This is an optimization exercise on Yosys and OpenROAD, whose aim is small area, a short achievable clock period and few clock cycles per item, not a production implementation.
RTL that was checked went through simulation tests only; none was proved equivalent to the original.
Only the layout flow was run in runs 1 to 3; the RTL was not checked for function there.
Power and IR drop assume default switching activity.

==> flow/design.v <==
package pet_pkg;
  localparam int CoordW = 16;
  localparam int TimeW  = 32;
  localparam int OpW    = 3;
  localparam int CfgIdxW = 3;
  localparam int CfgDataW = 16;
  localparam int MulW = 32;
  localparam int NumW = 50;
  localparam int DenW = 23;
  localparam logic [OpW-1:0] OP_DOWN    = 3'd0;
  localparam logic [OpW-1:0] OP_UP      = 3'd1;
  localparam logic [OpW-1:0] OP_MOVE    = 3'd2;
  localparam logic [OpW-1:0] OP_GESTURE = 3'd3;
  localparam logic [CfgIdxW-1:0] REG_TAP_RADIUS     = 3'd0;
  localparam logic [CfgIdxW-1:0] REG_TAP_RADIUS_MIN = 3'd1;
  localparam logic [CfgIdxW-1:0] REG_SHRINK_PERIOD  = 3'd2;
  localparam logic [CfgIdxW-1:0] REG_SHRINK_PERCENT = 3'd3;
  localparam logic [CfgIdxW-1:0] REG_MAX_MOVE_RATE  = 3'd4;
  localparam logic [CfgIdxW-1:0] REG_MAX_GEST_RATE  = 3'd5;
  localparam logic [9:0] RATE_SCALE    = 10'd1000;
  localparam logic [6:0] PERCENT_SCALE = 7'd100;
  typedef struct packed {
    logic            start;
    logic [NumW-1:0] num;
    logic [DenW-1:0] den;
  } div_req_t;
  typedef struct packed {
    logic            done;
    logic [NumW-1:0] quo;
  } div_rsp_t;
endpackage
module pet_mul (
  input  logic                         clk,
  input  logic [pet_pkg::MulW-1:0]     a,
  input  logic [pet_pkg::MulW-1:0]     b,
  output logic [2*pet_pkg::MulW-1:0]   p
);
  always_ff @(posedge clk) begin
    p <= a * b;
  end
endmodule
module pet_div (
  input  logic              clk,
  input  logic              rst,
  input  pet_pkg::div_req_t req,
  output pet_pkg::div_rsp_t rsp
);
  assign rsp.done = 1'b0;
  assign rsp.quo  = '0;
endmodule
module pen_event_throttle_core (
  input  logic        clk,
  input  logic        rst,
  input  logic        s_tvalid,
  output logic        s_tready,
  input  logic [63:0] s_tdata,    
  input  logic [2:0]  s_tuser,    
  output logic        m_tvalid,
  input  logic        m_tready,
  output logic [31:0] m_tdata,    
  output logic        m_tuser,    
  input  logic        cfg_valid,
  output logic        cfg_ready,
  input  logic [2:0]  cfg_index,
  input  logic [15:0] cfg_data
);
  localparam logic [2:0] OP_DOWN = pet_pkg::OP_DOWN;
  localparam logic [2:0] OP_UP   = pet_pkg::OP_UP;
  localparam logic [2:0] OP_MOVE = pet_pkg::OP_MOVE;
  localparam logic [2:0] OP_GEST = pet_pkg::OP_GESTURE;
  function automatic logic [15:0] abs_diff(input logic [15:0] a, input logic [15:0] b);
    logic signed [16:0] d;
    logic [16:0]        m;
    d = $signed({a[15], a}) - $signed({b[15], b});
    m = d[16] ? 17'(-d) : 17'(d);
    abs_diff = m[15:0];
  endfunction
  function automatic logic neg3(input logic [17:0] a, input logic [17:0] b, input logic [17:0] c);
    logic [17:0] sv, cv, y;
    sv = a ^ b ^ c;
    cv = {(a[16:0] & b[16:0]) | (a[16:0] & c[16:0]) | (b[16:0] & c[16:0]), 1'b0};
    y  = sv + cv;
    neg3 = y[17];
  endfunction
  function automatic logic neg3c(input logic [17:0] a, input logic [17:0] b, input logic [17:0] c);
    logic [17:0] sv, cv, y;
    sv = a ^ b ^ c;
    cv = {(a[16:0] & b[16:0]) | (a[16:0] & c[16:0]) | (b[16:0] & c[16:0]), 1'b1};
    y  = sv + cv;
    neg3c = y[17];
  endfunction
  function automatic logic near(input logic [15:0] a, input logic [15:0] b, input logic [11:0] r);
    near = !neg3({6'd0, r}, {{2{b[15]}}, b}, ~{{2{a[15]}}, a}) &&
           !neg3({6'd0, r}, {{2{a[15]}}, a}, ~{{2{b[15]}}, b});
  endfunction
  function automatic logic [15:0] abs_diff2(input logic [15:0] a, input logic [15:0] b);
    logic [16:0] d1, d2;
    d1 = {a[15], a} - {b[15], b};
    d2 = {b[15], b} - {a[15], a};
    abs_diff2 = d1[16] ? d2[15:0] : d1[15:0];
  endfunction
  function automatic logic [3:0] msb12(input logic [11:0] v);
    msb12 = 4'd0;
    for (int i = 1; i < 12; i++) begin
      if (v[i]) msb12 = 4'(i);
    end
  endfunction
  logic [11:0] tap_radius;
  logic [11:0] tap_radius_min;
  logic [11:0] rad_hi;         
  logic [15:0] shrink_period_ms;
  logic [22:0] per_scaled;     
  logic [6:0]  shrink_percent;
  logic [9:0]  move_lim;       
  logic [9:0]  gest_lim;       
  logic        pend_s, pend_m, pend_g;   
  logic        sq_done_s, sq_done_m, sq_done_g;   
  logic [22:0] sq_scaled;
  logic [9:0]  sq_lim;
  assign cfg_ready = 1'b1;
  always_ff @(posedge clk) begin
    if (rst) begin
      tap_radius       <= 12'd10;
      tap_radius_min   <= 12'd2;
      rad_hi           <= 12'd10;
      shrink_period_ms <= 16'd100;
      per_scaled       <= 23'd10000;
      shrink_percent   <= 7'd10;
      move_lim         <= 10'd16;
      gest_lim         <= 10'd16;
      pend_s           <= 1'b0;
      pend_m           <= 1'b0;
      pend_g           <= 1'b0;
    end else begin
      if (sq_done_s) begin
        per_scaled <= sq_scaled;
        pend_s     <= 1'b0;
      end
      if (sq_done_m) begin
        move_lim <= sq_lim;
        pend_m   <= 1'b0;
      end
      if (sq_done_g) begin
        gest_lim <= sq_lim;
        pend_g   <= 1'b0;
      end
      if (cfg_valid) begin
        case (cfg_index)
          pet_pkg::REG_TAP_RADIUS: begin
            tap_radius <= cfg_data[11:0];
            rad_hi     <= (cfg_data[11:0] > tap_radius_min) ? cfg_data[11:0] : tap_radius_min;
          end
          pet_pkg::REG_TAP_RADIUS_MIN: begin
            tap_radius_min <= cfg_data[11:0];
            rad_hi         <= (tap_radius > cfg_data[11:0]) ? tap_radius : cfg_data[11:0];
          end
          pet_pkg::REG_SHRINK_PERIOD: begin
            shrink_period_ms <= cfg_data;
            pend_s           <= 1'b1;
          end
          pet_pkg::REG_SHRINK_PERCENT: shrink_percent <= cfg_data[6:0];
          pet_pkg::REG_MAX_MOVE_RATE: begin
            move_lim <= cfg_data[9:0];    
            pend_m   <= 1'b1;
          end
          pet_pkg::REG_MAX_GEST_RATE: begin
            gest_lim <= cfg_data[9:0];
            pend_g   <= 1'b1;
          end
          default: begin
          end
        endcase
      end
    end
  end
  logic        tracking;
  logic [15:0] lm_x, lm_y;
  logic [31:0] lm_t, ld_t;
  logic [15:0] lg_x, lg_y;
  logic [31:0] lg_t;
  logic        a_v;
  logic [2:0]  a_op;
  logic [15:0] a_x, a_y;
  logic [31:0] a_t;
  logic        e_v;
  logic [2:0]  e_op;
  logic [15:0] e_x, e_y;
  logic [31:0] e_t;
  logic        e_tdrop, e_tslow, e_long, e_tbig;
  logic [11:0] e_adx, e_ady;
  logic [22:0] e_touch;
  logic [21:0] e_thm1;      
  logic        o1_v;
  logic [32:0] o1_d;
  logic [32:0] o0_d;
  logic        a_xfer, e_fin, take;
  logic [15:0] ref_x, ref_y;
  logic [31:0] ref_t;
  logic [15:0] a_adx, a_ady;
  logic        a_far;
  logic [31:0] a_touch;
  logic        a_long, a_keep, a_drop;
  logic        keep_s, keep_l, drop_s, drop_l;
  assign ref_x    = lm_x;
  assign ref_y    = lm_y;
  assign ref_t    = ld_t;
  assign a_adx    = abs_diff2(ref_x, a_x);
  assign a_ady    = abs_diff2(ref_y, a_y);
  assign a_far    = a_adx[15:12] != 4'd0 || a_ady[15:12] != 4'd0;
  assign a_touch  = a_t - ref_t;
  assign a_long   = !a_touch[31] && (a_touch[30:16] != 15'd0 || a_touch[15:0] > shrink_period_ms);
  assign keep_s   = a_adx >= {4'd0, tap_radius} || a_ady >= {4'd0, tap_radius};
  assign keep_l   = a_adx >= {4'd0, rad_hi} || a_ady >= {4'd0, rad_hi};
  assign drop_s   = !a_far && neg3c({6'd0, a_adx[11:0]}, {6'd0, a_ady[11:0]}, ~{6'd0, tap_radius});
  assign drop_l   = !a_far && neg3c({6'd0, a_adx[11:0]}, {6'd0, a_ady[11:0]}, ~{6'd0, tap_radius_min});
  assign a_keep   = a_long ? keep_l : keep_s;
  assign a_drop   = a_long ? drop_l : drop_s;
  assign s_tready = !a_v || a_xfer;
  assign a_xfer   = a_v && (!e_v || e_fin);
  always_ff @(posedge clk) begin
    if (rst) begin
      a_v <= 1'b0;
    end else if (s_tvalid && s_tready) begin
      a_v <= 1'b1;
    end else if (a_xfer) begin
      a_v <= 1'b0;
    end
    if (s_tvalid && s_tready) begin
      a_op <= s_tuser;
      a_x  <= s_tdata[15:0];
      a_y  <= s_tdata[31:16];
      a_t  <= s_tdata[63:32];
    end
  end
  always_ff @(posedge clk) begin
    if (rst) begin
      e_v <= 1'b0;
    end else if (a_xfer) begin
      e_v <= 1'b1;
    end else if (e_fin) begin
      e_v <= 1'b0;
    end
    if (a_xfer) begin
      e_op    <= a_op;
      e_x     <= a_x;
      e_y     <= a_y;
      e_t     <= a_t;
      e_tdrop <= a_drop;
      e_tslow <= !a_keep && !a_drop;
      e_long  <= a_long;
      e_tbig  <= a_touch[30:23] != 8'd0;
      e_touch <= a_touch[22:0];
      e_thm1  <= a_t[31:10] - 22'd1;
      e_adx   <= a_adx[11:0];
      e_ady   <= a_ady[11:0];
    end
  end
  logic [10:0] rm_lo, rg_lo;
  logic [21:0] t_hi_m1;
  logic        rm_hi_ok, rg_hi_ok;
  logic        m_rate, g_rate, g_near, m_same;
  logic        need_trk, e_drop, e_ready;
  logic        sq_done, sq_res;
  logic [15:0] res_x, res_y;
  assign t_hi_m1  = e_thm1;
  assign rm_lo    = {1'b0, e_t[9:0]} + {1'b0, ~lm_t[9:0]};
  assign rm_hi_ok = rm_lo[10] ? (e_t[31:10] == lm_t[31:10]) : (t_hi_m1 == lm_t[31:10]);
  assign m_rate   = rm_hi_ok && rm_lo[9:0] < move_lim;
  assign rg_lo    = {1'b0, e_t[9:0]} + {1'b0, ~lg_t[9:0]};
  assign rg_hi_ok = rg_lo[10] ? (e_t[31:10] == lg_t[31:10]) : (t_hi_m1 == lg_t[31:10]);
  assign g_rate   = rg_hi_ok && rg_lo[9:0] < gest_lim;
  assign g_near   = near(lg_x, e_x, tap_radius) && near(lg_y, e_y, tap_radius);
  assign m_same = e_x == lm_x && e_y == lm_y;
  assign need_trk = e_op == OP_MOVE && tracking && e_tslow;
  always_comb begin
    case (e_op)
      OP_MOVE: e_drop = tracking ? (e_tslow ? sq_res : e_tdrop) : (m_same || m_rate);
      OP_GEST: e_drop = g_near || g_rate;
      default: e_drop = 1'b0;
    endcase
  end
  always_comb begin
    case (e_op)
      OP_MOVE: e_ready = tracking ? (!e_tslow || sq_done) : !pend_m;
      OP_GEST: e_ready = !pend_g;
      default: e_ready = 1'b1;
    endcase
  end
  assign e_fin   = e_v && e_ready && !o1_v;
  assign res_x   = (e_op == OP_UP && tracking) ? lm_x : e_x;
  assign res_y   = (e_op == OP_UP && tracking) ? lm_y : e_y;
  always_ff @(posedge clk) begin
    if (rst) begin
      tracking <= 1'b0;
      lm_x     <= 16'hFFFF;
      lm_y     <= 16'hFFFF;
      lm_t     <= '0;
      ld_t     <= '0;
      lg_x     <= 16'hFFFF;
      lg_y     <= 16'hFFFF;
      lg_t     <= '0;
    end else if (a_xfer && a_op == OP_DOWN) begin
      lm_x     <= a_x;
      lm_y     <= a_y;
      ld_t     <= a_t;
      lm_t     <= a_t;
      tracking <= 1'b1;
      if (e_fin && e_op == OP_GEST && !e_drop) begin
        lg_x <= e_x;
        lg_y <= e_y;
        lg_t <= e_t;
      end
    end else if (e_fin) begin
      case (e_op)
        OP_UP: begin
          lm_x     <= '0;
          lm_y     <= '0;
          ld_t     <= '0;
          lm_t     <= '0;
          tracking <= 1'b0;
        end
        OP_MOVE: begin
          if (!e_drop) begin
            lm_x     <= e_x;
            lm_y     <= e_y;
            lm_t     <= e_t;
            tracking <= 1'b0;
          end
        end
        OP_GEST: begin
          if (!e_drop) begin
            lg_x <= e_x;
            lg_y <= e_y;
            lg_t <= e_t;
          end
        end
        default: begin
        end
      endcase
    end
  end
  assign take = m_tvalid && m_tready;
  always_ff @(posedge clk) begin
    if (rst) begin
      m_tvalid <= 1'b0;
      o1_v     <= 1'b0;
    end else begin
      if (!m_tvalid || take) begin
        m_tvalid <= o1_v || e_fin;
      end
      if (take) begin
        o1_v <= 1'b0;
      end else if (m_tvalid && e_fin) begin
        o1_v <= 1'b1;
      end
    end
    if (!m_tvalid || take) begin
      o0_d <= o1_v ? o1_d : {e_drop, res_y, res_x};
    end
    if (m_tvalid && !take && e_fin) begin
      o1_d <= {e_drop, res_y, res_x};
    end
  end
  assign m_tdata = o0_d[31:0];
  assign m_tuser = o0_d[32];
  localparam logic [2:0] PH_IDLE = 3'd0;
  localparam logic [2:0] PH_U    = 3'd1;
  localparam logic [2:0] PH_Q    = 3'd2;
  localparam logic [2:0] PH_KP   = 3'd3;
  localparam logic [2:0] PH_DK   = 3'd4;
  localparam logic [2:0] PH_FIN  = 3'd5;
  localparam logic [2:0] PH_LW   = 3'd6;
  localparam logic [1:0] J_TRACK = 2'd0;
  localparam logic [1:0] J_SCALE = 2'd1;
  localparam logic [1:0] J_LIMM  = 2'd2;
  localparam logic [1:0] J_LIMG  = 2'd3;
  localparam logic [1:0] K_R    = 2'd0;
  localparam logic [1:0] K_HI   = 2'd1;
  localparam logic [1:0] K_MIN  = 2'd2;
  localparam logic [1:0] K_Q    = 2'd3;
  localparam logic [11:0] C100  = 12'd100;
  localparam logic [11:0] C1000 = 12'd1000;
  logic [2:0]  sq_ph;
  logic [1:0]  sq_job;
  logic [1:0]  sq_ksrc;
  logic [3:0]  sq_idx;
  logic [22:0] sq_u;
  logic [22:0] sq_rem;
  logic [11:0] sq_q;
  logic [11:0] sq_k;
  logic [26:0] sq_acc;
  logic        job_lim;
  logic [9:0]  lim_raw;
  logic [15:0] per_eff;
  logic [22:0] op_a, op_b, op_m;
  logic        op_bit;
  logic [24:0] x_sum;
  logic [25:0] x_m1, x_m2;
  logic [1:0]  x_c;
  logic [11:0] q_next;
  logic [11:0] k_rq, k_val;
  logic [26:0] acc_next;
  assign job_lim = sq_job == J_LIMM || sq_job == J_LIMG;
  assign lim_raw = (sq_job == J_LIMG) ? gest_lim : move_lim;
  assign per_eff = (shrink_period_ms == 16'd0) ? 16'd1 : shrink_period_ms;
  always_comb begin
    if (sq_ph == PH_U) begin
      op_a   = sq_u;
      op_b   = (sq_job == J_SCALE) ? {7'd0, per_eff} : e_touch;
      op_bit = (sq_job == J_SCALE) ? C100[sq_idx] : shrink_percent[sq_idx[2:0]];
    end else begin
      op_a   = sq_rem;
      op_b   = job_lim ? 23'd1 : sq_u;
      op_bit = job_lim ? C1000[sq_idx] : tap_radius[sq_idx];
    end
  end
  assign op_m  = job_lim ? {12'd0, {1'b0, lim_raw} + 11'd1} : per_scaled;
  assign x_sum = {1'b0, op_a, 1'b0} + (op_bit ? {2'b0, op_b} : 25'd0);
  logic [25:0] xa, xb, xm1, xm2, xs1, xc1, xs2, xc2;
  assign xa    = {2'b0, op_a, 1'b0};
  assign xb    = op_bit ? {3'b0, op_b} : 26'd0;
  assign xm1   = ~{3'b0, op_m};
  assign xm2   = ~{2'b0, op_m, 1'b0};
  assign xs1   = xa ^ xb ^ xm1;
  assign xc1   = {(xa[24:0] & xb[24:0]) | (xa[24:0] & xm1[24:0]) | (xb[24:0] & xm1[24:0]), 1'b1};
  assign xs2   = xa ^ xb ^ xm2;
  assign xc2   = {(xa[24:0] & xb[24:0]) | (xa[24:0] & xm2[24:0]) | (xb[24:0] & xm2[24:0]), 1'b1};
  assign x_m1  = xs1 + xc1;
  assign x_m2  = xs2 + xc2;
  assign x_c   = !x_m2[25] ? 2'd2 : !x_m1[25] ? 2'd1 : 2'd0;
  logic [11:0] q_inc;
  assign q_inc  = sq_q + 12'd1;
  assign q_next = (x_c == 2'd2) ? {q_inc[10:0], 1'b0} : {sq_q[10:0], x_c[0]};
  logic [11:0] k_now;
  logic [3:0]  idx_min;
  assign k_now   = !e_long ? tap_radius : (shrink_percent == 7'd0) ? rad_hi : tap_radius_min;
  assign idx_min = msb12(e_adx | e_ady | tap_radius_min);
  assign k_rq = tap_radius - sq_q;
  assign k_val = (k_rq < tap_radius_min) ? tap_radius_min : k_rq;
  assign acc_next = {sq_acc[25:0], 1'b0}
                  + (e_adx[sq_idx] ? {15'd0, e_adx} : 27'd0)
                  + (e_ady[sq_idx] ? {15'd0, e_ady} : 27'd0)
                  - (sq_k[sq_idx]  ? {15'd0, sq_k}  : 27'd0);
  assign sq_done   = sq_ph == PH_FIN;
  assign sq_res    = sq_acc[26];
  assign sq_scaled = x_sum[22:0];
  assign sq_lim    = sq_q[9:0];
  assign sq_done_s = sq_ph == PH_U && sq_job == J_SCALE && sq_idx == 4'd0;
  assign sq_done_m = sq_ph == PH_LW && sq_job == J_LIMM;
  assign sq_done_g = sq_ph == PH_LW && sq_job == J_LIMG;
  always_ff @(posedge clk) begin
    if (rst) begin
      sq_ph <= PH_IDLE;
    end else begin
      case (sq_ph)
        PH_IDLE: begin
          sq_u   <= '0;
          sq_rem <= '0;
          sq_q   <= '0;
          if (pend_s) begin
            sq_job <= J_SCALE;
            sq_idx <= 4'd6;
            sq_ph  <= PH_U;
          end else if (pend_m || pend_g) begin
            sq_job <= pend_m ? J_LIMM : J_LIMG;
            sq_idx <= 4'd9;
            sq_ph  <= PH_Q;
          end else if (e_v && need_trk) begin
            sq_job <= J_TRACK;
            if (!e_long || shrink_percent == 7'd0 || e_tbig) begin
              sq_k   <= k_now;
              sq_idx <= msb12(e_adx | e_ady | k_now);
              sq_acc <= '0;
              sq_ph  <= PH_DK;
            end else begin
              sq_idx <= msb12({5'd0, shrink_percent});
              sq_ph  <= PH_U;
            end
          end
        end
        PH_U: begin
          sq_u   <= x_sum[22:0];
          sq_idx <= sq_idx - 4'd1;
          if (sq_job == J_SCALE) begin
            if (sq_idx == 4'd0) sq_ph <= PH_IDLE;
          end else if (!x_m1[25]) begin
            sq_k   <= tap_radius_min;    
            sq_idx <= idx_min;
            sq_acc <= '0;
            sq_ph  <= PH_DK;
          end else if (sq_idx == 4'd0) begin
            sq_idx <= msb12(tap_radius);
            sq_ph  <= PH_Q;
          end
        end
        PH_Q: begin
          sq_rem <= (x_c == 2'd2) ? x_m2[22:0] : (x_c == 2'd1) ? x_m1[22:0] : x_sum[22:0];
          sq_q   <= q_next;
          sq_idx <= sq_idx - 4'd1;
          if (sq_idx == 4'd0) begin
            sq_ksrc <= K_Q;
            sq_ph   <= job_lim ? PH_LW : PH_KP;
          end
        end
        PH_KP: begin
          sq_k   <= k_val;
          sq_idx <= msb12(e_adx | e_ady | k_val);
          sq_acc <= '0;
          sq_ph  <= PH_DK;
        end
        PH_DK: begin
          sq_acc <= acc_next;
          sq_idx <= sq_idx - 4'd1;
          if (sq_idx == 4'd0) sq_ph <= PH_FIN;
        end
        PH_LW: sq_ph <= PH_IDLE;
        PH_FIN: begin
          if (e_fin) sq_ph <= PH_IDLE;
        end
        default: sq_ph <= PH_IDLE;
      endcase
      if (cfg_valid && sq_ph != PH_IDLE && sq_job != J_TRACK &&
          ((cfg_index == pet_pkg::REG_SHRINK_PERIOD && sq_job == J_SCALE) ||
           (cfg_index == pet_pkg::REG_MAX_MOVE_RATE && sq_job == J_LIMM) ||
           (cfg_index == pet_pkg::REG_MAX_GEST_RATE && sq_job == J_LIMG))) begin
        sq_ph <= PH_IDLE;
      end
    end
  end
endmodule
==> flow/run.sh <==
#!/bin/bash
# synth_recipe.tcl (not shown) runs the flow's synth.tcl, then flattens the netlist and writes it again
# the make line also repeats each setting of config.mk as NAME=value (left out here)
make -C /OpenROAD-flow-scripts/flow DESIGN_CONFIG=/design/flow/config.mk WORK_HOME=/design/flow/orfs CLKGATE_MAP_FILE= SYNTH_SCRIPT=/design/flow/synth_recipe.tcl finish
==> flow/config.mk <==
export PLATFORM = sky130hd
export DESIGN_NAME = pen_event_throttle_core
export DESIGN_NICKNAME = pen_event_throttle_core
export VERILOG_FILES = /design/flow/design.v
export SDC_FILE = /design/flow/constraint.sdc
export NUM_CORES = 4
export LEC_CHECK = 0
export CAP_MARGIN = 20
export CORE_MARGIN = 2
export CORE_UTILIZATION = 40
export SLEW_MARGIN = 20
==> flow/constraint.sdc <==
create_clock -name core_clock -period 12.0 [get_ports {clk}]
set_input_delay 2.4000 -clock core_clock [delete_from_list [all_inputs] [get_ports {clk}]]
set_output_delay 2.4000 -clock core_clock [all_outputs]
set_load 0.01 [all_outputs]
==> impl_results.md, run 1 <==
* Hold-fix buffers, CTS at 0
* H-Tree Depth at 3
* Total vias in the final route at 39700
* Reg2reg path depth at 20
* Synth Area in XOR/XNOR at 4.64%
* Die Y at 352 um
* Power share of the clock group at 24.4%
* Synthesis-to-layout area growth at 11.7%
* ANT nets after route at 0
* Gpl congestion at 0.942
* Initial core utilization at 40.4%
* Die width at 352 um
* Synth Warn # at 1
* Post-Place Setup Slack at 4.71 ns
* Post-CTS resize count at 0
* Library cells used by synthesis at 88
* Power Internal at 5.88 mW
* Largest area contributor in the netlist: edfxtp_1
* R2r endpoint: sq_k[10]$_DFFE_PP_
* Worst Path Required at 12.24 ns
* Synth top area cells: edfxtp_1 (23%), ha_1 (12%), dfxtp_1 (11%), fa_1 (6.0%), inv_1 (4.4%)
* GRT Overall Usage at 23.9%
* Root Driver: clkbuf_16
* Die ar. at 124000 um^2
* Hold Crit Start: per_scaled[11]$_SDFFE_PP0P_
* 1st-pass router iterations at 6
* Post-synthesis compound-gate area fraction at 17.3%
* Net count after synthesis at 5994
* CP Capture Type: flop
* Initial DRC Count at 3612
* EDFF count, synth at 376
* Final std cells w/o fill at 7034
* Port bufs at 125
* Max_cap viols at 0
* Detailed-route wire length per cell at 21.6 um
* Final hold slack at 0.451 ns
* Power share of the sequential group at 28.5%
* Yosys reg bits at 649
* Hold WC Path Type: reg2reg
* Mapped Area at 48500 um^2
* Leakage power at 22.7 nW
* TritonCTS buffer count at 77
* # fillers at 11700
* Post-DP HPWL at 113 mm
* Vias per inst at 5.64
* Maximum clock insertion buffer count at 3
* Mux cell area share after synthesis at 5.18%
* Post-CTS Setup Bufs at 0
* Critical path endpoint: sq_k[10]$_DFFE_PP_
* Setup TNS at 0 ns
* Critical path's slowest cell: nor2_1
* RSZ-0062 raised after global routing: false
* Setup WS post-layout at 4.56 ns
* DRT Wirelength at 152 mm
* Critical path buffers and inverters at 2
* Remaining global-route overflow at 0
* Max_slew headroom at 23.3%
* Worst-path fanout max at 54
* Nets at 6051
* Avg Cell Area, Syn at 9.15 um^2
* Register area share after synthesis at 34.5%
* Crit path kind: reg2reg
* Num ports at 127
* Setup-failing EPs final at 0
* CP Depth at 20
* Largest net degree at the start of global routing at 177
* Max incr delay on CP at 0.80 ns
* Outcome: finished clean
* Dpl cells at 6890
* First-pass GRT wire length at 232 mm
* Leading register cell type out of synthesis: edfxtp_1
* Startpoint Class: flop
* Synth Area in Adders at 17.8%
* Worst path cell trace: buf_4 > nand2_1 > o21ai_0 > ha_1 > nor2b_1 > nand2_1 > nor3_1 > xnor2_1 > mux2i_1 > fa_1 > ha_1 > and3_1 > nand4_1 > a21oi_1 > o21bai_1 > a21o_2 > buf_4 > o21a_1 > or3_1 > nor2_1
* Switch Pwr at 3.97 mW
* CTS tree: built
* Reg2reg setup slack at 4.56 ns
* Final Cell Area at 54200 um^2
* Core box area at 120000 um^2
* CP top delay family: simple AND/OR/NAND/NOR gates
* Share of the synthesized area in the top cell type at 23.3%
* Max Freq at 134 MHz
* Final max-slew violation count at 0
* Clock latency (worst-skew pair) at 0.66 ns
* Period utilisation layout at 62.0%
* Cell area after placement at 51600 um^2
* Hold Vio Cnt, Final at 0
* Diode count at 0
* Final Critical Period at 7.44 ns
* Logic pwr share at 47.1%
* CTS Sinks at 649
* Rows at 127
* R2r startpoint: sq_job[1]$_SDFFCE_PP0P_
* Setup Skew at 0.0384 ns
* FFs w/ async S/R, synth at 0%
* VDD IR max at 0.133 mV
* Switching share of power at 40.3%
* Vias in the first global route at 38200
* Worst setup path startpoint: sq_job[1]$_SDFFCE_PP0P_
* Worst-path clk slew at 0.07 ns
* DRC Markers at 0
* CP Data Arrival Time at 7.68 ns
* Synth Area in Simple Gates at 14.4%
* Share of cells above drive strength 1 at 5.68%
* Main combinational cell family by area after synthesis: adder cells
* Gate Count Post-Synth at 5302
* Pwr dens at 182 nW/um^2
* Worst slew pin tran at 1.15 ns
* Initial antenna violation count at 1
[synth_stat cells, types with 17 or more instances]
master     count
a22o_1        26
or4_1         17
o211ai_1      80
and3_1        22
a21o_1       109
a211oi_1      68
edfxtp_1     376
xnor2_1      150
xor2_1       107
o31ai_1       44
buf_1         17
ha_1         455
and2_1        41
nand4_1       50
nor2b_1       77
inv_1        571
nor2_1       430
dfxtp_1      273
a21oi_1      344
o21a_1        45
o21ai_0      231
a31oi_1       23
o21bai_1      24
nor3_1       137
a211o_1       39
mux2_2        61
nand3_1       63
a2111oi_0     18
a22oi_1       74
mux2i_1      160
or3_1         23
fa_1         146
nand2_1      482
nor4_1        43
clkbuf_1     183
nand2b_1      46
[placed cells by master, fill, tap and decap left out, drive strengths merged, types with 74 or more instances in the layout]
| master | n |
|---|---|
| nor3 | 137 |
| nor2 | 431 |
| a21oi | 344 |
| edfxtp | 376 |
| dfxtp | 273 |
| nand2 | 482 |
| o21ai | 232 |
| clkbuf | 106 |
| o211ai | 80 |
| ha | 455 |
| xor2 | 107 |
| xnor2 | 150 |
| nor2b | 77 |
| mux2i | 160 |
| fa | 146 |
| a21o | 109 |
| a22oi | 74 |
| inv | 577 |
| clkdlybuf4s50 | 124 |
[power groups by stage]
| stage | combinational [mW] | clock, mW | sequential (mW) |
|---|---|---|---|
| final | 4.64 | 2.40 | 2.81 |
| after global placement | 4.54 | 0 | 2.85 |
| after floorplan | 3.48 | 0 | 2.74 |
| after CTS | 4.61 | 2.45 | 2.80 |
| after global routing | 5.23 | 2.53 | 2.82 |
| after detailed placement | 4.57 | 0 | 2.85 |
[final cells by class]
cell class	count	area (um^2)	area share (%)
flip-flops and latches	649	16800	30.9
clock inverters	37	317	0.584
repair buffers	195	1820	3.36
multi-input cells	3861	28900	53.3
clock buffers	105	2240	4.13
well taps	1612	2020	3.72
inverters	575	2160	3.98
[cell families after synthesis]
family,Yosys count
AO/OA/AOI/OAI,1271
flip-flops,649
multiplexers,231
other,1
adder cells (fa/ha/maj),604
AND/OR/NAND/NOR,1497
buffers and inverters,792
XOR/XNOR,257
[state kept, by name, indices dropped and copies added (netlist names), 27 cells and up]
| register | cells |
|---|---|
| lm_t | 32 |
| o1_d | 33 |
| o0_d | 33 |
| sq_acc | 27 |
| a_t | 32 |
| lg_t | 32 |
| e_t | 32 |
| ld_t | 32 |
[worst reg2reg max path: stages (launching register included)]
cell      delay, ns
edfxtp_1       0.54
buf_4          0.51
nand2_1        0.51
o21ai_0        0.42
ha_1           0.24
nor2b_1        0.28
nand2_1        0.13
nor3_1         0.22
xnor2_1        0.13
mux2i_1        0.37
fa_1           0.49
ha_1           0.37
and3_1         0.18
nand4_1        0.14
a21oi_1        0.30
o21bai_1       0.16
a21o_2         0.20
buf_4          0.30
o21a_1         0.30
or3_1          0.43
nor2_1         0.81
[per-stage QoR]
stage	total power [mW]	util (%)
after CTS	9.87	45.1
after floorplan	6.22	-
after global routing	10.6	45.1
after global placement	7.39	42.9
final	9.85	45.1
after detailed placement	7.42	42.9
[metal layers]
metal / share of wire [%] / vias to the layer above / GRT usage, %
li1: - / 18900 / -
met1: 47 / 19200 / 35.1
met2: 43 / 1382 / 36.2
met3: 7.6 / 197 / 3.94
met4: 2.3 / 2 / 5.99
met5: 0.0059 / - / 0
[worst min path at each step]
stage | end | cells past startpoint | slack (ns)
floorplan | per_scaled[11]$_SDFFE_PP0P_ | 2 | 0.43
global placement | per_scaled[11]$_SDFFE_PP0P_ | 2 | 0.44
finish | per_scaled[11]$_SDFFE_PP0P_ | 2 | 0.45
CTS | per_scaled[11]$_SDFFE_PP0P_ | 2 | 0.45
global route | rad_hi[9]$_SDFFE_PP0P_ | 2 | 0.47
detailed placement | per_scaled[11]$_SDFFE_PP0P_ | 2 | 0.45
==> run 2: changes to the inputs <==
--- a/flow/design.v
+++ b/flow/design.v
@@ -101,2 +101,8 @@
   endfunction
+  function automatic logic bit12(input logic [11:0] v, input logic [3:0] i);
+    bit12 = 1'b0;
+    for (int k = 0; k < 12; k++) begin
+      if (i == 4'(k)) bit12 = v[k];
+    end
+  endfunction
   function automatic logic [3:0] msb12(input logic [11:0] v);
@@ -372,2 +378,3 @@
   localparam logic [2:0] PH_LW   = 3'd6;
+  localparam logic [2:0] PH_KP2  = 3'd7;
   localparam logic [1:0] J_TRACK = 2'd0;
@@ -391,2 +398,3 @@
   logic [26:0] sq_acc;
+  logic        sq_b, sq_bx, sq_by, sq_bk;
   logic        job_lim;
@@ -409,3 +417,3 @@
       op_b   = (sq_job == J_SCALE) ? {7'd0, per_eff} : e_touch;
-      op_bit = (sq_job == J_SCALE) ? C100[sq_idx] : shrink_percent[sq_idx[2:0]];
+      op_bit = sq_b;
     end else begin
@@ -413,3 +421,3 @@
       op_b   = job_lim ? 23'd1 : sq_u;
-      op_bit = job_lim ? C1000[sq_idx] : tap_radius[sq_idx];
+      op_bit = sq_b;
     end
@@ -439,6 +447,10 @@
   assign k_val = (k_rq < tap_radius_min) ? tap_radius_min : k_rq;
+  logic [3:0]  idx_dn, idx_now, idx_kp;
+  assign idx_dn  = sq_idx - 4'd1;
+  assign idx_now = msb12(e_adx | e_ady | k_now);
+  assign idx_kp  = msb12(e_adx | e_ady | sq_k);
   assign acc_next = {sq_acc[25:0], 1'b0}
-                  + (e_adx[sq_idx] ? {15'd0, e_adx} : 27'd0)
-                  + (e_ady[sq_idx] ? {15'd0, e_ady} : 27'd0)
-                  - (sq_k[sq_idx]  ? {15'd0, sq_k}  : 27'd0);
+                  + (sq_bx ? {15'd0, e_adx} : 27'd0)
+                  + (sq_by ? {15'd0, e_ady} : 27'd0)
+                  - (sq_bk ? {15'd0, sq_k}  : 27'd0);
   assign sq_done   = sq_ph == PH_FIN;
@@ -459,2 +471,3 @@
           sq_q   <= '0;
+          sq_b   <= 1'b1;      
           if (pend_s) begin
@@ -471,3 +484,6 @@
               sq_k   <= k_now;
-              sq_idx <= msb12(e_adx | e_ady | k_now);
+              sq_idx <= idx_now;
+              sq_bx  <= bit12(e_adx, idx_now);
+              sq_by  <= bit12(e_ady, idx_now);
+              sq_bk  <= bit12(k_now, idx_now);
               sq_acc <= '0;
@@ -482,3 +498,4 @@
           sq_u   <= x_sum[22:0];
-          sq_idx <= sq_idx - 4'd1;
+          sq_idx <= idx_dn;
+          sq_b   <= (sq_job == J_SCALE) ? bit12(C100, idx_dn) : bit12({5'd0, shrink_percent}, idx_dn);
           if (sq_job == J_SCALE) begin
@@ -488,2 +505,5 @@
             sq_idx <= idx_min;
+            sq_bx  <= bit12(e_adx, idx_min);
+            sq_by  <= bit12(e_ady, idx_min);
+            sq_bk  <= bit12(tap_radius_min, idx_min);
             sq_acc <= '0;
@@ -492,2 +512,3 @@
             sq_idx <= msb12(tap_radius);
+            sq_b   <= tap_radius != 12'd0;
             sq_ph  <= PH_Q;
@@ -498,3 +519,4 @@
           sq_q   <= q_next;
-          sq_idx <= sq_idx - 4'd1;
+          sq_idx <= idx_dn;
+          sq_b   <= job_lim ? bit12(C1000, idx_dn) : bit12(tap_radius, idx_dn);
           if (sq_idx == 4'd0) begin
@@ -506,3 +528,9 @@
           sq_k   <= k_val;
-          sq_idx <= msb12(e_adx | e_ady | k_val);
+          sq_ph  <= PH_KP2;
+        end
+        PH_KP2: begin
+          sq_idx <= idx_kp;
+          sq_bx  <= bit12(e_adx, idx_kp);
+          sq_by  <= bit12(e_ady, idx_kp);
+          sq_bk  <= bit12(sq_k, idx_kp);
           sq_acc <= '0;
@@ -512,3 +540,6 @@
           sq_acc <= acc_next;
-          sq_idx <= sq_idx - 4'd1;
+          sq_idx <= idx_dn;
+          sq_bx  <= bit12(e_adx, idx_dn);
+          sq_by  <= bit12(e_ady, idx_dn);
+          sq_bk  <= bit12(sq_k, idx_dn);
           if (sq_idx == 4'd0) sq_ph <= PH_FIN;
--- a/flow/config.mk
+++ b/flow/config.mk
@@ -7,5 +7,8 @@
 export LEC_CHECK = 0
+export ABC_CLOCK_PERIOD_IN_PS = 4000
 export CAP_MARGIN = 20
 export CORE_MARGIN = 2
-export CORE_UTILIZATION = 40
+export CORE_UTILIZATION = 55
+export SETUP_SLACK_MARGIN = 5
 export SLEW_MARGIN = 20
+export TNS_END_PERCENT = 100
==> run 2 against run 1 <==
  * Combinational power up 15%
  * Hold slack got worse by 0.0030 ns
  * Critical path depth unchanged
  * Critical endpoint is now sq_acc[19]$_SDFFCE_PN0P_
  * Power is 9.0% higher
  * Core utilization is 16 points higher
  * Synthesized cell count rose by 1.6%
  * Non-clock buffer count increased by 8
  * Cell count shrank 5.3%
  * Via count up 2.5%
  * Wire length shrank 0.38%
==> impl_results.md, run 2 <==
* Share of cells above drive strength 1 at 6.08% (was 5.68%)
* Switching share of power at 42.2% (was 40.3%)
* CTS tree: built (unchanged)
* CP Data Arrival Time at 6.90 ns (was 7.68 ns)
* Post-Place Setup Slack at 4.90 ns (was 4.71 ns)
* Share of the synthesized area in the top cell type at 23.3% (about the same)
* Initial DRC Count at 4002 (was 3612)
* Setup WS post-layout at 5.44 ns (was 4.56 ns)
* Synth top area cells: edfxtp_1 (23%), ha_1 (12%), dfxtp_1 (11%), fa_1 (6.0%), inv_1 (4.5%) (was edfxtp_1 (23%), ha_1 (12%), dfxtp_1 (11%), fa_1 (6.0%), inv_1 (4.4%))
* Count leader, synth: inv_1 (unchanged)
* RSZ-0062 raised after global routing: false (unchanged)
* Yosys reg bits at 653 (was 649)
* Power Internal at 6.21 mW (was 5.88 mW)
* Remaining global-route overflow at 0 (unchanged)
* Power share of the clock group at 23.2% (was 24.4%)
* Switch Pwr at 4.54 mW (was 3.97 mW)
* Die ar. at 91600 um^2 (was 124000 um^2)
* Rows at 109 (was 127)
* Detailed-route wire length per cell at 22.7 um (was 21.6 um)
* Leading register cell type out of synthesis: edfxtp_1 (unchanged)
* Biggest regs: o0_d: 33 flops, o1_d: 33 flops (unchanged)
* Die width at 303 um (was 352 um)
* Startpoint Class: flop (unchanged)
* Net count after synthesis at 6080 (was 5994)
* Initial core utilization at 55.5% (was 40.4%)
* EDFF count, synth at 380 (was 376)
* Hold WC Path Type: reg2reg (unchanged)
* Diode count at 0 (unchanged)
* Power share of the sequential group at 27.1% (was 28.5%)
* CP Capture Type: flop (unchanged)
* Final Critical Period at 6.56 ns (was 7.44 ns)
* 1st-pass router iterations at 6 (unchanged)
* First-pass GRT wire length at 232 mm (about the same)
* Root Driver: clkbuf_16 (unchanged)
* Pwr Total at 10.7 mW (was 9.85 mW)
* Maximum clock insertion buffer count at 3 (unchanged)
* Reg2reg path depth at 20 (unchanged)
* # fillers at 7779 (was 11700)
* Gate Count Post-Synth at 5386 (was 5302)
* Worst slew pin tran at 1.08 ns (was 1.15 ns)
* Setup Skew at 0.0381 ns (was 0.0384 ns)
* Logic pwr share at 49.7% (was 47.1%)
* Critical path endpoint: sq_acc[19]$_SDFFCE_PN0P_ (was sq_k[10]$_DFFE_PP_)
* Num ports at 127 (unchanged)
* Core box area at 88400 um^2 (was 120000 um^2)
* Register area share after synthesis at 34.4% (was 34.5%)
* Nets at 6125 (was 6051)
* Setup-failing EPs final at 0 (unchanged)
* Gpl congestion at 0.977 (was 0.942)
* Final std cells w/o fill at 6662 (was 7034)
* Die Y at 303 um (was 352 um)
* Worst-path clk slew at 0.06 ns (was 0.07 ns)
* Final max-slew violation count at 0 (unchanged)
* Port bufs at 125 (unchanged)
* Vias per inst at 6.11 (was 5.64)
* CTS Sinks at 653 (was 649)
* Clock latency (worst-skew pair) at 0.67 ns (was 0.66 ns)
* Mapped Area at 49100 um^2 (was 48500 um^2)
* DRT Wirelength at 151 mm (was 152 mm)
* H-Tree Depth at 3 (unchanged)
* Final hold slack at 0.448 ns (was 0.451 ns)
* Largest net degree at the start of global routing at 83 (was 177)
* Top post-synthesis cells by count: inv_1 (587), ha_1 (457), nor2_1 (456), nand2_1 (427), edfxtp_1 (380) (was inv_1 (571), nand2_1 (482), ha_1 (455), nor2_1 (430), edfxtp_1 (376))
* Dpl cells at 6515 (was 6890)
* Max_cap viols at 0 (unchanged)
* Post-DP HPWL at 112 mm (was 113 mm)
* GRT Overall Usage at 32.7% (was 23.9%)
* Worst Path Required at 12.34 ns (was 12.24 ns)
* R2r startpoint: sq_ph[2]$_SDFFE_PP0P_ (was sq_job[1]$_SDFFCE_PP0P_)
* Hold-fix buffers, CTS at 0 (unchanged)
* Reg2reg setup slack at 5.44 ns (was 4.56 ns)
* Outcome: finished clean (unchanged)
* FFs w/ async S/R, synth at 0% (unchanged)
* Library cells used by synthesis at 95 (was 88)
* Pwr dens at 198 nW/um^2 (was 182 nW/um^2)
* Most frequent cells in the layout: inv_1 (586), ha_1 (457), nor2_1 (452) (was inv_1 (571), nand2_1 (482), ha_1 (455))
* ANT nets after route at 0 (unchanged)
* VDD IR max at 0.306 mV (was 0.133 mV)
* Leakage power at 22.8 nW (was 22.7 nW)
* Worst-path fanout max at 54 (unchanged)
* Synth Warn # at 1 (unchanged)
* Hold Vio Cnt, Final at 0 (unchanged)
* Total vias in the final route at 40700 (was 39700)
* Synthesis-to-layout area growth at 10.5% (was 11.7%)
* Worst setup path startpoint: sq_ph[2]$_SDFFE_PP0P_ (was sq_job[1]$_SDFFCE_PP0P_)
* Setup TNS at 0 ns (unchanged)
* TritonCTS buffer count at 78 (was 77)
* Vias in the first global route at 38600 (was 38200)
* Crit path kind: reg2reg (unchanged)
* Max_slew headroom at 27.5% (was 23.3%)
* Period utilisation layout at 54.7% (was 62.0%)
* Commonest non-fill, non-tap cell in the layout: inv_1 (unchanged)
* R2r endpoint: sq_acc[19]$_SDFFCE_PN0P_ (was sq_k[10]$_DFFE_PP_)
* Largest area contributor in the netlist: edfxtp_1 (unchanged)
* Initial antenna violation count at 5 (was 1)
* DRC Markers at 0 (unchanged)
* Avg Cell Area, Syn at 9.11 um^2 (was 9.15 um^2)
* Max Freq at 152 MHz (was 134 MHz)
## run 2: worst min-delay path by stage
stage                     slack (ns)  cells past startpoint         startpoint           endpoint
after global routing            0.46                      0  a_x[15]$_DFFE_PP_  e_x[15]$_DFFE_PP_
after floorplan                 0.43                      0  a_x[15]$_DFFE_PP_  e_x[15]$_DFFE_PP_
final                           0.45                      0  a_x[15]$_DFFE_PP_  e_x[15]$_DFFE_PP_
after detailed placement        0.44                      0  a_x[15]$_DFFE_PP_  e_x[15]$_DFFE_PP_
after CTS                       0.45                      0  a_x[15]$_DFFE_PP_  e_x[15]$_DFFE_PP_
after global placement          0.43                      0  a_x[15]$_DFFE_PP_  e_x[15]$_DFFE_PP_
## run 2: cells by family after synthesis
| group | count (synthesis) | synth area share, % |
|---|---|---|
| AOI/OAI and AO/OA | 1373 | 18.5 |
| muxes | 214 | 4.54 |
| xor gates and xnor gates | 250 | 4.46 |
| other | 1 | 0.00764 |
| adders and majority gates | 605 | 17.7 |
| DFF | 653 | 34.4 |
| buffers and inverters | 828 | 6.49 |
| and+or+nand+nor | 1462 | 13.9 |
## run 2: metal layers
layer	up-vias	part of all wire, %	wire length, um	GRT usage, %
li1	19200	-	-	-
met1	19600	46	70000	48.7
met2	1547	43	64800	49.3
met3	273	7.8	11800	5.03
met4	2	2.9	4430	8.94
met5	-	0.0079	12	0
## run 2: layout make-up
cell class	count	area, um^2	area share, %
flip-flops and latches	653	16900	31.1
clock inverters	41	475	0.877
repair buffers	203	1840	3.40
well taps	1165	1460	2.69
clock buffers	105	2200	4.07
inverters	590	2220	4.09
multi-input cells	3905	29100	53.7
## run 2: repair_timing
item / 4_1_cts / 5_1_grt
buffers inserted: 0 / 1
resized for setup: 1 / 9
pin swaps: 0 / 0
setup endpoints to repair: 42 / 58
## run 2: power groups by stage
stage	combinational, mW	sequential, mW	clock [mW]
after floorplan	3.90	2.82	0
after global placement	5.19	2.95	0
after detailed placement	5.21	2.95	0
after CTS	5.25	2.90	2.53
after global routing	5.93	2.93	2.60
final	5.34	2.91	2.49
## run 2: critical path, stage by stage, from the launching register on
cell      delay (ns)
dfxtp_2         0.41
buf_4           0.24
or3b_2          0.62
clkbuf_8        0.36
mux2i_1         0.32
inv_1           0.13
fa_1            0.59
ha_1            0.24
a21o_1          0.17
a21oi_1         0.26
o21ai_0         0.17
a211oi_2        0.33
o21ai_0         0.15
a211o_1         0.34
a41oi_1         0.40
o21a_1          0.35
buf_4           0.37
nor2_1          0.10
o21ai_0         0.32
nor2_2          0.07
buf_4           0.26
## run 2: metrics by stage
stage	utilization, %	area, um^2
3_3_place_gp	58.3	51500
6_report	61.4	54200
5_1_grt	61.4	54200
4_1_cts	61.3	54200
2_1_floorplan	-	49100
3_5_place_dp	58.3	51500
==> run 3: changes to the inputs <==
--- a/flow/design.v
+++ b/flow/design.v
@@ -195,2 +195,3 @@
   logic        e_tdrop, e_tslow, e_long, e_tbig;
+  logic        e_ismove, e_isgest;    
   logic [11:0] e_adx, e_ady;
@@ -198,6 +199,4 @@
   logic [21:0] e_thm1;      
-  logic        o1_v;
-  logic [32:0] o1_d;
   logic [32:0] o0_d;
-  logic        a_xfer, e_fin, take;
+  logic        a_xfer, e_fin, out_free;
   logic [15:0] ref_x, ref_y;
@@ -250,2 +249,4 @@
       e_op    <= a_op;
+      e_ismove <= a_op == OP_MOVE;
+      e_isgest <= a_op == OP_GEST;
       e_x     <= a_x;
@@ -279,3 +280,3 @@
   assign m_same = e_x == lm_x && e_y == lm_y;
-  assign need_trk = e_op == OP_MOVE && tracking && e_tslow;
+  assign need_trk = e_ismove && tracking && e_tslow;
   always_comb begin
@@ -287,10 +288,5 @@
   end
-  always_comb begin
-    case (e_op)
-      OP_MOVE: e_ready = tracking ? (!e_tslow || sq_done) : !pend_m;
-      OP_GEST: e_ready = !pend_g;
-      default: e_ready = 1'b1;
-    endcase
-  end
-  assign e_fin   = e_v && e_ready && !o1_v;
+  assign e_ready = !(e_ismove && (tracking ? (e_tslow && !sq_done) : pend_m)) &&
+                   !(e_isgest && pend_g);
+  assign e_fin   = e_v && e_ready && out_free;
   assign res_x   = (e_op == OP_UP && tracking) ? lm_x : e_x;
@@ -347,3 +343,3 @@
   end
-  assign take = m_tvalid && m_tready;
+  assign out_free = !m_tvalid || m_tready;
   always_ff @(posedge clk) begin
@@ -351,18 +347,7 @@
       m_tvalid <= 1'b0;
-      o1_v     <= 1'b0;
-    end else begin
-      if (!m_tvalid || take) begin
-        m_tvalid <= o1_v || e_fin;
-      end
-      if (take) begin
-        o1_v <= 1'b0;
-      end else if (m_tvalid && e_fin) begin
-        o1_v <= 1'b1;
-      end
-    end
-    if (!m_tvalid || take) begin
-      o0_d <= o1_v ? o1_d : {e_drop, res_y, res_x};
+    end else if (out_free) begin
+      m_tvalid <= e_fin;
     end
-    if (m_tvalid && !take && e_fin) begin
-      o1_d <= {e_drop, res_y, res_x};
+    if (e_fin) begin
+      o0_d <= {e_drop, res_y, res_x};
     end
@@ -393,4 +378,5 @@
   logic [3:0]  sq_idx;
-  logic [22:0] sq_u;
-  logic [22:0] sq_rem;
+  logic [22:0] sq_opb;    
+  logic [22:0] sq_x;      
+  logic        sq_cl;     
   logic [11:0] sq_q;
@@ -413,13 +399,5 @@
   assign per_eff = (shrink_period_ms == 16'd0) ? 16'd1 : shrink_period_ms;
-  always_comb begin
-    if (sq_ph == PH_U) begin
-      op_a   = sq_u;
-      op_b   = (sq_job == J_SCALE) ? {7'd0, per_eff} : e_touch;
-      op_bit = sq_b;
-    end else begin
-      op_a   = sq_rem;
-      op_b   = job_lim ? 23'd1 : sq_u;
-      op_bit = sq_b;
-    end
-  end
+  assign op_a   = sq_x;
+  assign op_b   = sq_opb;
+  assign op_bit = sq_b;
   assign op_m  = job_lim ? {12'd0, {1'b0, lim_raw} + 11'd1} : per_scaled;
@@ -455,3 +433,2 @@
                   - (sq_bk ? {15'd0, sq_k}  : 27'd0);
-  assign sq_done   = sq_ph == PH_FIN;
   assign sq_res    = sq_acc[26];
@@ -463,2 +440,9 @@
   always_ff @(posedge clk) begin
+    if (rst || e_fin) begin
+      sq_done <= 1'b0;
+    end else if (sq_ph == PH_DK && sq_idx == 4'd0) begin
+      sq_done <= 1'b1;
+    end
+  end
+  always_ff @(posedge clk) begin
     if (rst) begin
@@ -468,5 +452,6 @@
         PH_IDLE: begin
-          sq_u   <= '0;
-          sq_rem <= '0;
+          sq_x   <= '0;
           sq_q   <= '0;
+          sq_cl  <= 1'b0;
+          sq_opb <= pend_s ? {7'd0, per_eff} : (pend_m || pend_g) ? 23'd1 : e_touch;
           sq_b   <= 1'b1;      
@@ -497,5 +482,12 @@
         PH_U: begin
-          sq_u   <= x_sum[22:0];
-          sq_idx <= idx_dn;
-          sq_b   <= (sq_job == J_SCALE) ? bit12(C100, idx_dn) : bit12({5'd0, shrink_percent}, idx_dn);
+          if (sq_idx == 4'd0) begin
+            sq_x   <= '0;
+            sq_opb <= x_sum[22:0];       
+            sq_idx <= msb12(tap_radius);
+            sq_b   <= tap_radius != 12'd0;
+          end else begin
+            sq_x   <= x_sum[22:0];
+            sq_idx <= idx_dn;
+            sq_b   <= (sq_job == J_SCALE) ? bit12(C100, idx_dn) : bit12({5'd0, shrink_percent}, idx_dn);
+          end
           if (sq_job == J_SCALE) begin
@@ -503,13 +495,6 @@
           end else if (!x_m1[25]) begin
-            sq_k   <= tap_radius_min;    
-            sq_idx <= idx_min;
-            sq_bx  <= bit12(e_adx, idx_min);
-            sq_by  <= bit12(e_ady, idx_min);
-            sq_bk  <= bit12(tap_radius_min, idx_min);
-            sq_acc <= '0;
-            sq_ph  <= PH_DK;
+            sq_cl <= 1'b1;               
+            sq_ph <= PH_KP;
           end else if (sq_idx == 4'd0) begin
-            sq_idx <= msb12(tap_radius);
-            sq_b   <= tap_radius != 12'd0;
-            sq_ph  <= PH_Q;
+            sq_ph <= PH_Q;
           end
@@ -517,3 +502,3 @@
         PH_Q: begin
-          sq_rem <= (x_c == 2'd2) ? x_m2[22:0] : (x_c == 2'd1) ? x_m1[22:0] : x_sum[22:0];
+          sq_x   <= (x_c == 2'd2) ? x_m2[22:0] : (x_c == 2'd1) ? x_m1[22:0] : x_sum[22:0];
           sq_q   <= q_next;
@@ -527,3 +512,3 @@
         PH_KP: begin
-          sq_k   <= k_val;
+          sq_k   <= sq_cl ? tap_radius_min : k_val;
           sq_ph  <= PH_KP2;
--- a/flow/config.mk
+++ b/flow/config.mk
@@ -7,3 +7,3 @@
 export LEC_CHECK = 0
-export ABC_CLOCK_PERIOD_IN_PS = 4000
+export ABC_CLOCK_PERIOD_IN_PS = 6000
 export CAP_MARGIN = 20
@@ -13,2 +13 @@
 export SLEW_MARGIN = 20
-export TNS_END_PERCENT = 100
==> run 3 against run 2 <==
  * Still clean
  * Flip-flop and latch count decreased by 30
  * Clock-buffer cell count decreased by 3
  * Wire length decreased by 2.3%
  * Cell area decreased by 2.9%
  * Sequential power decreased by 5%
  * Clock skew decreased by 0.0036 ns
==> impl_results.md, run 3 <==
* Post-DP HPWL at 110 mm (was 112 mm)
* GRT Overall Usage at 32.8% (was 32.7%)
* Initial antenna violation count at 0 (was 5)
* Synth top area cells: edfxtp_1 (22%), ha_1 (12%), dfxtp_1 (11%), fa_1 (6.1%), inv_1 (4.8%) (was edfxtp_1 (23%), ha_1 (12%), dfxtp_1 (11%), fa_1 (6.0%), inv_1 (4.5%))
* Die Y at 298 um (was 303 um)
* Net count after synthesis at 5983 (was 6080)
* Commonest non-fill, non-tap cell in the layout: inv_1 (unchanged)
* Top post-synthesis cells by count: inv_1 (615), ha_1 (457), nand2_1 (437), a21oi_1 (385), nor2_1 (382) (was inv_1 (587), ha_1 (457), nor2_1 (456), nand2_1 (427), edfxtp_1 (380))
* Maximum clock insertion buffer count at 3 (unchanged)
* Count leader, synth: inv_1 (unchanged)
* GR Util met2 at 50.3% (was 49.3%)
* Outcome: finished clean (unchanged)
* DRC Markers at 0 (unchanged)
* Largest area contributor in the netlist: edfxtp_1 (unchanged)
* Most crowded layer after global routing: met2 (unchanged)
* Max_slew headroom at 20.5% (was 27.5%)
* Final std cells w/o fill at 6536 (was 6662)
* Setup WS post-layout at 5.31 ns (was 5.44 ns)
* Met1 usage at 48.4% (was 48.7%)
* Initial core utilization at 55.7% (was 55.5%)
* Hold Crit Start: per_scaled[15]$_SDFFE_PP0P_ (was a_x[15]$_DFFE_PP_)
* Initial DRC Count at 3796 (was 4002)
* Gpl congestion at 0.999 (was 0.977)
* CTS Sinks at 623 (was 653)
* Root Driver: clkbuf_16 (unchanged)
* Met3 Use GR at 5.07% (was 5.03%)
* Core box area at 85500 um^2 (was 88400 um^2)
* Setup TNS at 0 ns (unchanged)
* Switch Pwr at 4.32 mW (was 4.54 mW)
* Num ports at 127 (unchanged)
* First-pass GRT wire length at 228 mm (was 232 mm)
* ANT nets after route at 0 (unchanged)
* Power share of the sequential group at 27.1% (about the same)
* Synthesis-to-layout area growth at 10.4% (was 10.5%)
* Share of cells above drive strength 1 at 5.08% (was 6.08%)
* Period utilisation layout at 55.8% (was 54.7%)
* Synth Warn # at 1 (unchanged)
* Startpoint Class: input pin (was flop)
* 1st-pass router iterations at 7 (was 6)
* Max_cap viols at 0 (unchanged)
* Most flops, register: o0_d
* Hold WC Path Type: reg2reg (unchanged)
* Detailed-route wire length per cell at 22.6 um (was 22.7 um)
* Final max-slew violation count at 0 (unchanged)
* Vias in the first global route at 38100 (was 38600)
* DRT Wirelength at 148 mm (was 151 mm)
* Library cells used by synthesis at 100 (was 95)
* Gate Count Post-Synth at 5289 (was 5386)
* CP Capture Type: primary output (was flop)
* Port bufs at 125 (unchanged)
* Crit path kind: in2out (was reg2reg)
* Worst-path fanout max at 9 (was 54)
* Power Internal at 5.90 mW (was 6.21 mW)
* Switching share of power at 42.3% (was 42.2%)
* RSZ-0062 raised after global routing: false (unchanged)
* Max Freq at 149 MHz (was 152 MHz)
* Clock latency (worst-skew pair) at 0.66 ns (was 0.67 ns)
* Worst slew pin tran at 1.18 ns (was 1.08 ns)
* Post-Place Setup Slack at 4.90 ns (about the same)
* # fillers at 7479 (was 7779)
* Remaining global-route overflow at 0 (unchanged)
* Leakage power at 21.8 nW (was 22.8 nW)
* CP Data Arrival Time at 4.29 ns (was 6.90 ns)
* Vias per inst at 6.16 (was 6.11)
* Setup Skew at 0.0345 ns (was 0.0381 ns)
* Worst Path Required at 9.60 ns (was 12.34 ns)
* Leading register cell type out of synthesis: edfxtp_1 (unchanged)
* Yosys reg bits at 623 (was 653)
* Nets at 6026 (was 6125)
* CTS tree: built (unchanged)
* Register area share after synthesis at 33.5% (was 34.4%)
* Largest net degree at the start of global routing at 82 (was 83)
* Share of the synthesized area in the top cell type at 22.0% (was 23.3%)
* Die ar. at 89000 um^2 (was 91600 um^2)
* Worst setup path startpoint: m_tready (was sq_ph[2]$_SDFFE_PP0P_)
* Logic pwr share at 49.8% (was 49.7%)
* Final Critical Period at 6.69 ns (was 6.56 ns)
* Total vias in the final route at 40300 (was 40700)
* EDFF count, synth at 350 (was 380)
* Setup-failing EPs final at 0 (unchanged)
* Hold-fix buffers, CTS at 0 (unchanged)
* Hold Vio Cnt, Final at 0 (unchanged)
* FFs w/ async S/R, synth at 0% (unchanged)
* Dpl cells at 6394 (was 6515)
* Power share of the clock group at 23.1% (was 23.2%)
* R2r startpoint: a_x[0]$_DFFE_PP_ (was sq_ph[2]$_SDFFE_PP0P_)
* VDD IR max at 0.163 mV (was 0.306 mV)
* Avg Cell Area, Syn at 9.01 um^2 (was 9.11 um^2)
* Die width at 298 um (was 303 um)
* Most frequent cells in the layout: inv_1 (613), ha_1 (457), nand2_1 (436) (was inv_1 (586), ha_1 (457), nor2_1 (452))
* Worst-path clk slew at 0.06 ns (about the same)
* Rows at 107 (was 109)
* TritonCTS buffer count at 74 (was 78)
* Diode count at 0 (unchanged)
* Number of flip-flops in the largest register at 33
* H-Tree Depth at 3 (unchanged)
* Mapped Area at 47700 um^2 (was 49100 um^2)
* Pwr Total at 10.2 mW (was 10.7 mW)
* Pwr dens at 194 nW/um^2 (was 198 nW/um^2)
## run 3: timing repair
| item | in CTS | in global routing |
|---|---|---|
| gates resized for setup | 0 | 2 |
| gates cloned | 0 | 0 |
| buffers inserted | 1 | 4 |
| endpoints found under the setup margin | 19 | 32 |
| pin swaps | 0 | 0 |
## run 3: per-stage QoR
stage / instance area, um^2 / hold WS [ns] / util, %
final: 52600 / 0.458 / 61.5
after global routing: 52600 / 0.483 / 61.5
after CTS: 52600 / 0.459 / 61.4
after detailed placement: 50000 / 0.451 / 58.5
after global placement: 50000 / 0.440 / 58.5
after floorplan: 47700 / 0.432 / -
## run 3: worst paths after layout
| check | slack [ns] | cells after the start | to |
|---|---|---|---|
| worst min register to register | 0.46 | 2 | per_scaled[15]$_SDFFE_PP0P_ |
| worst max register to register | 5.53 | 22 | e_tslow$_DFFE_PP_ |
| worst max-delay path | 5.31 | 5 | s_tready |
| worst min-delay path | 0.46 | 2 | per_scaled[15]$_SDFFE_PP0P_ |
## run 3: cell type report
type                       instances  area, um^2  share of cell area (%)
multi-input combinational       3817       28500                    54.2
sequential                       623       16000                    30.4
inverter                         616        2320                    4.40
clock buffer                     102        2200                    4.18
timing repair buffer             200        1840                    3.50
tap                             1144        1430                    2.72
clock inverter                    34         337                   0.639
## run 3: kinds of logic after synthesis
kind of cell	synth area share, %
AO/OA/AOI/OAI	19.9
XOR/XNOR	4.43
adder cells (fa/ha/maj)	18.2
buffers and inverters	6.94
flip-flops	33.5
multiplexers	3.45
other	0.00787
AND/OR/NAND/NOR	13.6
## run 3: power groups by stage
stage / Sequential (mW) / Clock, mW / Combinational, mW
floorplan: 2.69 / 0 / 3.70
global placement: 2.80 / 0 / 4.94
detailed placement: 2.80 / 0 / 4.96
CTS: 2.76 / 2.39 / 5.01
global route: 2.79 / 2.47 / 5.64
finish: 2.77 / 2.36 / 5.09
## run 3: per-layer routing
| layer | wire length, um | part of all wire [%] | up-vias |
|---|---|---|---|
| met1 | 67100 | 45 | 19500 |
| met2 | 64800 | 44 | 1589 |
| met5 | 0 | 0 | - |
| met4 | 3660 | 2.5 | 0 |
| li1 | - | - | 18900 |
| met3 | 12100 | 8.2 | 230 |
## run 3: worst max-delay path, stage by stage
cell and delay, ns:
clkdlybuf4s50_1 0.44, nand2b_1 0.11, nand4_1 0.44, nand3_1 0.32, clkdlybuf4s50_1 0.58
==> run 4: changes to the inputs <==
--- a/flow/design.v
+++ b/flow/design.v
@@ -183,3 +183,3 @@
   logic [15:0] lm_x, lm_y;
-  logic [31:0] lm_t, ld_t;
+  logic [31:0] lm_t;       
   logic [15:0] lg_x, lg_y;
@@ -210,3 +210,3 @@
   assign ref_y    = lm_y;
-  assign ref_t    = ld_t;
+  assign ref_t    = lm_t;
   assign a_adx    = abs_diff2(ref_x, a_x);
@@ -299,3 +299,2 @@
       lm_t     <= '0;
-      ld_t     <= '0;
       lg_x     <= 16'hFFFF;
@@ -306,3 +305,2 @@
       lm_y     <= a_y;
-      ld_t     <= a_t;
       lm_t     <= a_t;
@@ -319,3 +317,2 @@
           lm_y     <= '0;
-          ld_t     <= '0;
           lm_t     <= '0;
--- a/flow/config.mk
+++ b/flow/config.mk
@@ -7,3 +7,3 @@
 export LEC_CHECK = 0
-export ABC_CLOCK_PERIOD_IN_PS = 6000
+export ABC_CLOCK_PERIOD_IN_PS = 4000
 export CAP_MARGIN = 20
@@ -13 +13,2 @@
 export SLEW_MARGIN = 20
+export TNS_END_PERCENT = 100
==> run 4 against run 3 <==
  * Still clean on timing, DRC and antenna
  * Synthesized cell count is 3.7% lower
  * Largest cell class unchanged
  * Non-clock buffer count is 17 lower
  * Sequential power fell by 5%
  * Critical path type unchanged
  * Clock skew increased by 0.0020 ns
==> impl_results.md, run 4 <==
* Outcome: finished clean (unchanged)
* Period utilisation layout at 56.0% (was 55.8%)
* CP Data Arrival Time at 4.32 ns (was 4.29 ns)
* Share of the synthesized area in the top cell type at 22.8% (was 22.0%)
* DRT Wirelength at 147 mm (was 148 mm)
* Hold Vio Cnt, Final at 0 (unchanged)
* Largest area contributor in the netlist: edfxtp_1 (unchanged)
* Synth Warn # at 1 (unchanged)
* Number of flip-flops in the largest register at 33 (unchanged)
* Power share of the sequential group at 26.3% (was 27.1%)
* Worst path cell trace: clkdlybuf4s50_1 > nand2b_1 > nand4_1 > nand3_1 > clkdlybuf4s50_1 (unchanged)
* Sequential cell area at 15300 um^2 (was 16000 um^2)
* Switch Pwr at 4.27 mW (was 4.32 mW)
* Final Critical Period at 6.72 ns (was 6.69 ns)
* Most frequent cells in the layout: inv_1 (589), ha_1 (457), nand2_1 (421) (was inv_1 (613), ha_1 (457), nand2_1 (436))
* Port bufs at 125 (unchanged)
* Setup-failing EPs final at 0 (unchanged)
* Gpl congestion at 0.961 (was 0.999)
* Count leader, synth: inv_1 (unchanged)
* Synthesis-to-layout area growth at 10.5% (was 10.4%)
* Startpoint Class: input pin (unchanged)
* Gate Count Post-Synth at 5095 (was 5289)
* ANT nets after route at 0 (unchanged)
* Post-DP HPWL at 110 mm (about the same)
* CP Capture Type: primary output (unchanged)
* Core box area at 83300 um^2 (was 85500 um^2)
* Root Driver: clkbuf_16 (unchanged)
* Net count after synthesis at 5789 (was 5983)
* Final Util at 61.1% (was 61.5%)
* Initial core utilization at 55.2% (was 55.7%)
* Worst-path clk slew at 0.06 ns (about the same)
* DRC Markers at 0 (unchanged)
* Yosys reg bits at 591 (was 623)
* Initial DRC Count at 3893 (was 3796)
* Commonest non-fill, non-tap cell in the layout: inv_1 (unchanged)
* Leakage power at 21.3 nW (was 21.8 nW)
* Nets at 5846 (was 6026)
* Final Cell Area at 50900 um^2 (was 52600 um^2)
* Diode count at 0 (unchanged)
* Initial antenna violation count at 2 (was 0)
* CTS Sinks at 591 (was 623)
* GRT Overall Usage at 33.7% (was 32.8%)
* Setup TNS at 0 ns (unchanged)
* Power share of the clock group at 22.7% (was 23.1%)
* Total vias in the final route at 38800 (was 40300)
* Max Freq at 149 MHz (about the same)
* Die ar. at 86000 um^2 (was 89000 um^2)
* Critical path's slowest cell: clkdlybuf4s50_1 (unchanged)
* Library cells used by synthesis at 99 (was 100)
* Hold WC Path Type: reg2reg (unchanged)
* Vias per inst at 6.17 (was 6.16)
* Power Internal at 5.78 mW (was 5.90 mW)
* Switching share of power at 42.5% (was 42.3%)
* H-Tree Depth at 3 (unchanged)
* Setup WS post-layout at 5.28 ns (was 5.31 ns)
* Top post-synthesis cells by count: inv_1 (592), ha_1 (457), nand2_1 (421), nor2_1 (397), edfxtp_1 (350) (was inv_1 (615), ha_1 (457), nand2_1 (437), a21oi_1 (385), nor2_1 (382))
* TritonCTS buffer count at 71 (was 74)
* Critical path buffers and inverters at 2 (unchanged)
* Logic pwr share at 50.9% (was 49.8%)
* Most flops, register: o0_d (unchanged)
* Max incr delay on CP at 0.57 ns (was 0.58 ns)
* Register area share after synthesis at 33.3% (was 33.5%)
* Maximum clock insertion buffer count at 3 (unchanged)
* Die Y at 293 um (was 298 um)
* Crit path top cell by count: clkdlybuf4s50_1 (unchanged)
* Pwr dens at 198 nW/um^2 (was 194 nW/um^2)
* # fillers at 7449 (was 7479)
* Worst-path fanout max at 9 (unchanged)
* Mapped Area at 46000 um^2 (was 47700 um^2)
* Share of cells above drive strength 1 at 4.97% (was 5.08%)
* EDFF count, synth at 350 (unchanged)
[run 4: changes by cell type after synthesis, sizes merged, moves of 20 or more]
cell,delta
clkbuf,-20
o21ai,-32
inv,-22
o211ai,+27
a22oi,-57
a21oi,-45
mux2,-32
o311ai,-31
dfxtp,-32
a21o,+45
or3,-20
[run 4: layout make-up]
cell class                      count  area share, %
Multi-Input combinational cell   3710           54.6
Sequential cell                   591           30.2
Inverter                          595           4.40
Clock buffer                      104           4.15
Timing Repair Buffer              183           3.32
Tap cell                         1080           2.66
Clock inverter                     27          0.669
[run 4: logic make-up (layout without fill, tap and decap cells)]
logic type | count (synthesis) | count (layout) | synth area share (%)
AOI/OAI and AO/OA | 1355 | 1355 | 19.7
xor gates and xnor gates | 241 | 241 | 4.59
adders and majority gates | 607 | 607 | 18.9
buffers and inverters | 794 | 909 | 6.63
DFF | 591 | 591 | 33.3
muxes | 128 | 128 | 2.85
other | 1 | 1 | 0.00815
and+or+nand+nor | 1378 | 1378 | 14.0
[run 4: worst paths after layout]
check                          start                     end  slack (ns)  cells past startpoint
min reg2reg        a_y[15]$_DFFE_PP_       e_y[15]$_DFFE_PP_        0.45                      0
max                         m_tready                s_tready        5.28                      5
min                a_y[15]$_DFFE_PP_       e_y[15]$_DFFE_PP_        0.45                      0
max reg2reg  sq_job[1]$_SDFFCE_PP0P_  sq_q[11]$_SDFFCE_PN0P_        5.45                     25
[run 4: through the flow]
stage               std cells  total power [mW]  hold WS, ns
floorplan                5095              6.24        0.426
global placement         6158              7.64        0.433
detailed placement       6158              7.66        0.437
CTS                      6289              9.98        0.449
global route             6290              10.7        0.460
finish                   6290              10.0        0.454
[run 4: what timing repair did]
item	in CTS	in global routing
hold buffers	0	0
gates resized for setup	1	5
buffers inserted	0	1
pin swaps	0	1
endpoints found under the setup margin	3	9
[run 4: power by group through the flow]
stage / clock network (mW) / registers (mW) / logic, mW
after detailed placement: 0 / 2.68 / 4.99
final: 2.29 / 2.64 / 5.12
after CTS: 2.32 / 2.64 / 5.03
after floorplan: 0 / 2.57 / 3.66
after global routing: 2.39 / 2.67 / 5.65
after global placement: 0 / 2.68 / 4.96
[run 4: per-layer routing]
metal | global-route usage (%) | routed length (um)
met1 | 50.0 | 66600
met2 | 51.5 | 64000
met3 | 4.81 | 12800
met4 | 8.42 | 3370
met5 | 0 | 13
Testbench counts of run 4, summed over its fixed seeds: cycles 3,346, items 2,459.

## static timing again, ports no longer ideal
No port has a modelled driver above. Below, the same layouts with a new extraction and two added sets of constraints. Step 1, drivers: a clkbuf_16 drives clk and a buf_2 each remaining input, both assumed. Step 2 also shifts input and output timing later by t, the mid clock arrival at the registers, as if the neighbouring blocks saw the same clock. a / b / c = ideal ports / drivers / drivers and shift; a / b = the first two.
| run | t (ns) | slack for setup (ns) | worst slew at a driven data input, ns |
|---|---|---|---|
| run 1 | 0.716 | 4.565 / 4.565 / 4.565 | 0.14 |
| run 2 | 0.721 | 5.437 / 5.437 / 5.437 | 0.13 |
| run 3 | 0.711 | 5.308 / 5.284 / 5.284 | 0.05 |
| run 4 | 0.692 | 5.278 / 5.256 / 5.256 | 0.06 |
After both steps setup and hold are still met in every run listed. For run 3, which loses most, drivers alone change the setup slack by -0.024 ns; drivers and shift together by -0.024 ns.
